This is an optimization exercise on Yosys and OpenROAD, whose aim is small area, not a production implementation.
Only simulation tests tie the RTL to the original design; equivalence was not proved.
Power and IR drop assume default switching activity.

==> flow/design.v <==
`timescale 1ns/1ps
module prefix_bk #(parameter int N = 32) (
   input  logic [N-1:0] g,
   input  logic [N-1:0] p,
   input  logic         ci,
   output logic [N-1:0] c
);
   localparam int K = (N > 16) ? 5 : (N > 8) ? 4 : (N > 4) ? 3 : (N > 2) ? 2 : 1;
   localparam int T = 2 * K - 1;           
   logic [N-1:0] gl [T+1];
   logic [N-1:0] pl [T+1];
   assign gl[0] = {g[N-1:1], g[0] | (p[0] & ci)};
   assign pl[0] = p;
   for (genvar t = 0; t < T; t++) begin : lvl
      localparam int D = (t < K) ? (1 << t) : (1 << (T - 1 - t));
      for (genvar i = 0; i < N; i++) begin : node
         localparam bit UP = (t < K) && ((i + 1) % (2 * D) == 0);
         localparam bit DN = (t >= K) && ((i + 1) % (2 * D) == D) && (i + 1 >= 3 * D);
         if (UP || DN) begin : op
            assign gl[t+1][i] = gl[t][i] | (pl[t][i] & gl[t][i-D]);
            assign pl[t+1][i] = pl[t][i] & pl[t][i-D];
         end else begin : pass
            assign gl[t+1][i] = gl[t][i];
            assign pl[t+1][i] = pl[t][i];
         end
      end
   end
   assign c = gl[T];
endmodule
module adder_alu (
   input  logic [31:0] p,
   input  logic [31:0] g,
   input  logic        ci,
   output logic [31:0] ca,
   output logic        co
);
   logic [31:0] c;
   prefix_bk #(32) u (.g(g), .p(p), .ci(ci), .c(c));
   assign ca = {c[30:0], ci};
   assign co = c[31];
endmodule
module adder_br (
   input  logic [31:0] pcn,
   input  logic [31:0] imm,
   output logic [31:0] target
);
   logic [29:0] p, g, c;
   assign p = pcn[31:2] ^ imm[29:0];
   assign g = pcn[31:2] & imm[29:0];
   prefix_bk #(30) u (.g(g), .p(p), .ci(1'b0), .c(c));
   assign target = {p ^ {c[28:0], 1'b0}, pcn[1:0]};
endmodule
`timescale 1ns/1ps
module ex_mem_top (
   input  logic        CLK,
   input  logic        nRST,
   input  logic [3:0]  aluop,
   input  logic [31:0] porta,
   input  logic [31:0] portb,
   input  logic [31:0] imm,
   input  logic [31:0] pcn,
   input  logic [1:0]  br_kind,
   input  logic [1:0]  memtoreg,
   input  logic        regwrite,
   input  logic        memread,
   input  logic        memwrite,
   input  logic        halt,
   input  logic [4:0]  dest,
   output logic        ex_ready,
   output logic        branch_taken,
   output logic [31:0] branch_target,
   output logic        cyc,
   output logic        stb,
   output logic        we,
   output logic [31:0] adr,
   output logic [31:0] wdata,
   output logic [3:0]  sel,
   input  logic [31:0] rdata,
   input  logic        ack,
   output logic        retire_valid,
   output logic        retire_regwrite,
   output logic        retire_halt,
   output logic [4:0]  retire_dest,
   output logic [31:0] retire_data
);
   logic        mem_q;      
   logic        squash_q;   
   logic        bubble_q;   
   logic        rw_q;       
   logic        halt_q;     
   logic        we_q;       
   logic [1:0]  mtr_q;      
   logic [4:0]  dest_q;
   logic [31:0] a_q;        
   logic [31:0] b_q;        
   logic [31:0] p_q;        
   logic        is_mem, sub, cout, slt, sltu, left;
   logic [31:0] alu_b, b_x, p0, g0, carry, x_mix, pre, sh_in, sh_out, result;
   assign is_mem = memread | memwrite;
   assign alu_b = is_mem ? imm : portb;
   assign sub = aluop[3] | (aluop[2:0] == 3'd1);
   assign b_x = alu_b ^ {32{sub}};
   assign p0 = porta ^ b_x;
   assign g0 = porta & b_x;
   adder_alu u_add (.p(p0), .g(g0), .ci(sub), .ca(carry), .co(cout));
   assign sltu = !cout;
   assign slt = sltu ^ porta[31] ^ alu_b[31];
   logic en_a, en_g, en_p, en_n;
   assign en_a = !aluop[2] & !aluop[1];
   assign en_g = !aluop[2] & aluop[1];
   assign en_p = !aluop[2] & aluop[1] & !aluop[0];
   assign en_n = aluop[2] & aluop[0];
   assign x_mix = (carry & {32{en_a}}) | (g0 & {32{en_g}}) | (p0 & {32{en_p}}) | (~g0 & {32{en_n}});
   assign pre = p0 ^ x_mix;
   assign left = !aluop[0];
   for (genvar i = 0; i < 32; i++) begin : g_rev
      assign sh_in[i] = left ? alu_b[31-i] : alu_b[i];
   end
   assign sh_out = sh_in >> porta[4:0];
   logic en_pre, en_sll, en_srl;
   assign en_pre = !aluop[3] & !(aluop[2] & aluop[1]);
   assign en_sll = !aluop[3] & aluop[2] & aluop[1] & !aluop[0];
   assign en_srl = !aluop[3] & aluop[2] & aluop[1] & aluop[0];
   for (genvar i = 0; i < 32; i++) begin : g_res
      if (i == 0) begin : lsb
         assign result[i] = (pre[i] & en_pre) | (sh_out[31-i] & en_sll) | (sh_out[i] & en_srl) |
                            (aluop[3] & (aluop[0] ? sltu : slt));
      end else begin : msb
         assign result[i] = (pre[i] & en_pre) | (sh_out[31-i] & en_sll) | (sh_out[i] & en_srl);
      end
   end
   logic eq, cond;
   assign eq = (p0 == {32{sub}});
   assign cond = (br_kind == 2'd3) || (br_kind == 2'd1 && eq) || (br_kind == 2'd2 && !eq);
   assign ex_ready = !mem_q;
   assign branch_taken = !mem_q && cond && !squash_q;
   adder_br u_br (.pcn(pcn), .imm(imm), .target(branch_target));
   always_ff @(posedge CLK, negedge nRST) begin
      if (!nRST) begin
         mem_q <= 1'b0;
         squash_q <= 1'b0;
         bubble_q <= 1'b1;
         rw_q <= 1'b0;
         halt_q <= 1'b0;
      end else if (mem_q) begin
         if (ack) mem_q <= 1'b0;
      end else begin
         mem_q <= is_mem && !squash_q;
         squash_q <= branch_taken;
         bubble_q <= 1'b0;
         rw_q <= regwrite && !squash_q;
         halt_q <= halt && !squash_q;
      end
   end
   always_ff @(posedge CLK) begin
      if (!mem_q) begin
         we_q <= memwrite;
         mtr_q <= memtoreg;
         dest_q <= dest;
         b_q <= portb;
         p_q <= pcn;
      end
   end
   always_ff @(posedge CLK) begin
      if (!mem_q) a_q <= result;
      else if (ack && mtr_q[0]) a_q <= rdata;
   end
   assign cyc = mem_q;
   assign stb = mem_q;
   assign we = we_q;
   assign adr = a_q;
   assign wdata = b_q;
   assign sel = 4'hf;
   assign retire_valid = !mem_q && !bubble_q;
   assign retire_regwrite = !mem_q && rw_q;
   assign retire_halt = !mem_q && halt_q;
   assign retire_dest = dest_q;
   assign retire_data = mtr_q[1] ? p_q : a_q;
endmodule
export LEC_CHECK = 0
export CAP_MARGIN = 20
export CORE_MARGIN = 2
export CORE_UTILIZATION = 40
export SLEW_MARGIN = 20
create_clock -name core_clock -period 7.5 [get_ports {CLK}]
standard.sh (not shown) runs the stock make flow with config.mk's settings and CLKGATE_MAP_FILE= SYNTH_SCRIPT=/design/flow/synth_recipe.tcl, a recipe that flattens the netlist after the stock synthesis.
==> flow/flow/run.sh <==
#!/bin/bash
# The standard ORFS layout, except:
#  - synthesis maps the adders (kept as their own modules until the final flatten) with
#    abc_keep.script and the rest of the logic with the area-oriented abc.script;
#    registers, their names and all other synthesis steps are the standard flow's own
#  - every input and output port gets the smallest buffer, sky130_fd_sc_hd__buf_1
set -euo pipefail
here=$(pwd)
export MY_ABC_SCRIPT=$here/flow/abc.script
export MY_ABC_SCRIPT_KEEP=$here/flow/abc_keep.script
export BUFFER_PORTS_ARGS="-buffer_cell sky130_fd_sc_hd__buf_1"
bash standard.sh SYNTH_SCRIPT=$here/flow/synth.tcl "SYNTH_KEEP_MODULES=adder_alu adder_br" finish > orfs_make.log 2>&1
==> flow/flow/abc.script <==
strash
&get -n
&deepsyn -J 100
&put
dch -f
amap
topo
upsize -c
dnsize -c
stime -c
==> flow/flow/abc_keep.script <==
strash
&get -n
&nf
&put
topo
stime -c
==> flow/flow/synth.tcl <==
proc synth {args} { yosys synth -nofsm -noshare {*}$args }
if {[info exists ::env(MY_ABC_SCRIPT)] && $::env(MY_ABC_SCRIPT) ne ""} {
  proc abc {args} {
    set i [lsearch -exact $args -script]
    if {$i >= 0} { lset args [expr {$i + 1}] $::env(MY_ABC_SCRIPT) }
    if {[info exists ::env(SYNTH_KEEP_MODULES)] && $::env(SYNTH_KEEP_MODULES) ne ""} {
      set sargs $args
      if {$i >= 0} { lset sargs [expr {$i + 1}] [expr {[info exists ::env(MY_ABC_SCRIPT_KEEP)] ? $::env(MY_ABC_SCRIPT_KEEP) : "$::env(SCRIPTS_DIR)/abc_speed.script"}] }
      puts "abc speed on $::env(SYNTH_KEEP_MODULES)"
      yosys abc {*}$sargs {*}$::env(SYNTH_KEEP_MODULES)
      puts "abc with script $::env(MY_ABC_SCRIPT) on $::env(DESIGN_NAME)"
      yosys abc {*}$args $::env(DESIGN_NAME)
    } else {
      puts "abc with script $::env(MY_ABC_SCRIPT)"
      yosys abc {*}$args
    }
  }
}
source $::env(SCRIPTS_DIR)/synth.tcl
# left out here: clear keep_hierarchy, flatten, clean up, hide names made inside functions, write 1_2_yosys.v
Change:
--- a/flow/design.v
+++ b/flow/design.v
@@ -4,5 +4,6 @@
    input  logic [N-1:0] p,
    input  logic         ci,
-   output logic [N-1:0] c
+   output logic [N-1:0] c,
+   output logic         pa              
 );
    localparam int K = (N > 16) ? 5 : (N > 8) ? 4 : (N > 4) ? 3 : (N > 2) ? 2 : 1;
@@ -27,4 +28,5 @@
    end
    assign c = gl[T];
+   assign pa = pl[K][N-1];
 endmodule
 module adder_alu (
@@ -33,8 +35,9 @@
    input  logic        ci,
    output logic [31:0] ca,
-   output logic        co
+   output logic        co,
+   output logic        pa
 );
    logic [31:0] c;
-   prefix_bk #(32) u (.g(g), .p(p), .ci(ci), .c(c));
+   prefix_bk #(32) u (.g(g), .p(p), .ci(ci), .c(c), .pa(pa));
    assign ca = {c[30:0], ci};
    assign co = c[31];
@@ -45,9 +48,24 @@
    output logic [31:0] target
 );
-   logic [29:0] p, g, c;
+   localparam int N = 30;
+   localparam int G = 3;
+   localparam int NG = N / G;
+   logic [N-1:0] p, g;
+   logic [N:0]   c;
+   logic [NG-1:0] gg, gp, gc;
    assign p = pcn[31:2] ^ imm[29:0];
    assign g = pcn[31:2] & imm[29:0];
-   prefix_bk #(30) u (.g(g), .p(p), .ci(1'b0), .c(c));
-   assign target = {p ^ {c[28:0], 1'b0}, pcn[1:0]};
+   for (genvar k = 0; k < NG; k++) begin : grp
+      assign gg[k] = g[G*k+2] | (p[G*k+2] & (g[G*k+1] | (p[G*k+1] & g[G*k])));
+      assign gp[k] = p[G*k+2] & p[G*k+1] & p[G*k];
+   end
+   prefix_bk #(NG) u (.g(gg), .p(gp), .ci(1'b0), .c(gc), .pa());
+   for (genvar k = 0; k < NG; k++) begin : grc
+      assign c[G*k] = (k == 0) ? 1'b0 : gc[k-1];
+      assign c[G*k+1] = g[G*k] | (p[G*k] & c[G*k]);
+      assign c[G*k+2] = g[G*k+1] | (p[G*k+1] & c[G*k+1]);
+   end
+   assign c[N] = gc[NG-1];
+   assign target = {p ^ c[N-1:0], pcn[1:0]};
 endmodule
 `timescale 1ns/1ps
@@ -95,5 +113,5 @@
    logic [31:0] b_q;        
    logic [31:0] p_q;        
-   logic        is_mem, sub, cout, slt, sltu, left;
+   logic        is_mem, sub, cout, p_all, slt, sltu, left;
    logic [31:0] alu_b, b_x, p0, g0, carry, x_mix, pre, sh_in, sh_out, result;
    assign is_mem = memread | memwrite;
@@ -103,5 +121,5 @@
    assign p0 = porta ^ b_x;
    assign g0 = porta & b_x;
-   adder_alu u_add (.p(p0), .g(g0), .ci(sub), .ca(carry), .co(cout));
+   adder_alu u_add (.p(p0), .g(g0), .ci(sub), .ca(carry), .co(cout), .pa(p_all));
    assign sltu = !cout;
    assign slt = sltu ^ porta[31] ^ alu_b[31];
@@ -131,5 +149,5 @@
    end
    logic eq, cond;
-   assign eq = (p0 == {32{sub}});
+   assign eq = sub ? p_all : (p0 == 32'b0);
    assign cond = (br_kind == 2'd3) || (br_kind == 2'd1 && eq) || (br_kind == 2'd2 && !eq);
    assign ex_ready = !mem_q;
What happened: The changed run completed with no timing, DRC or antenna violations. Synthesized cell count went down by 5.6%. Global-route usage falls by 0.89 points. Utilization increases by 0.19 points. Wire length shrinks by about 4.7%. Count of clock-buffer cells in the layout does not change. Worst hold slack is better by 0.0033 ns. Critical path depth falls by 2. Cell count is lower by 5.6%. Maximum frequency decreases by about 1%. Power came out higher by 0.65%. Non-clock buffer count drops by 4. Via count goes down by 3.9%.

## what the ideal ports hide
Ports are ideal in the flow. The routed layouts listed here were re-timed in OpenROAD.
Step 1: set_driving_cell puts a clkbuf_16 on CLK and a buf_2 on each other input, an assumption about the parent block.
Step 2 times the ports against the registers' clock, not the clock port: input delays grow and output delays shrink by t, the midpoint of the rising clock arrivals with the driver on.
a / b / c = ideal / step 1 / step 2; a / b = the first two.
run	shift t [ns]	setup WS [ns]	slew at the worst register clock pin (ns)	worst data-port slew with drivers (ns)	pins driven straight from the clock port
the first run	0.408	0.539 / 0.516 / 0.516	0.09 / 0.09	0.05	1
the second run	0.409	0.469 / 0.447 / 0.447	0.09 / 0.09	0.05	1
After both steps setup and hold are still met in every run listed. For the first run, which loses most, drivers alone change the setup slack by -0.023 ns; drivers and shift together by -0.023 ns.
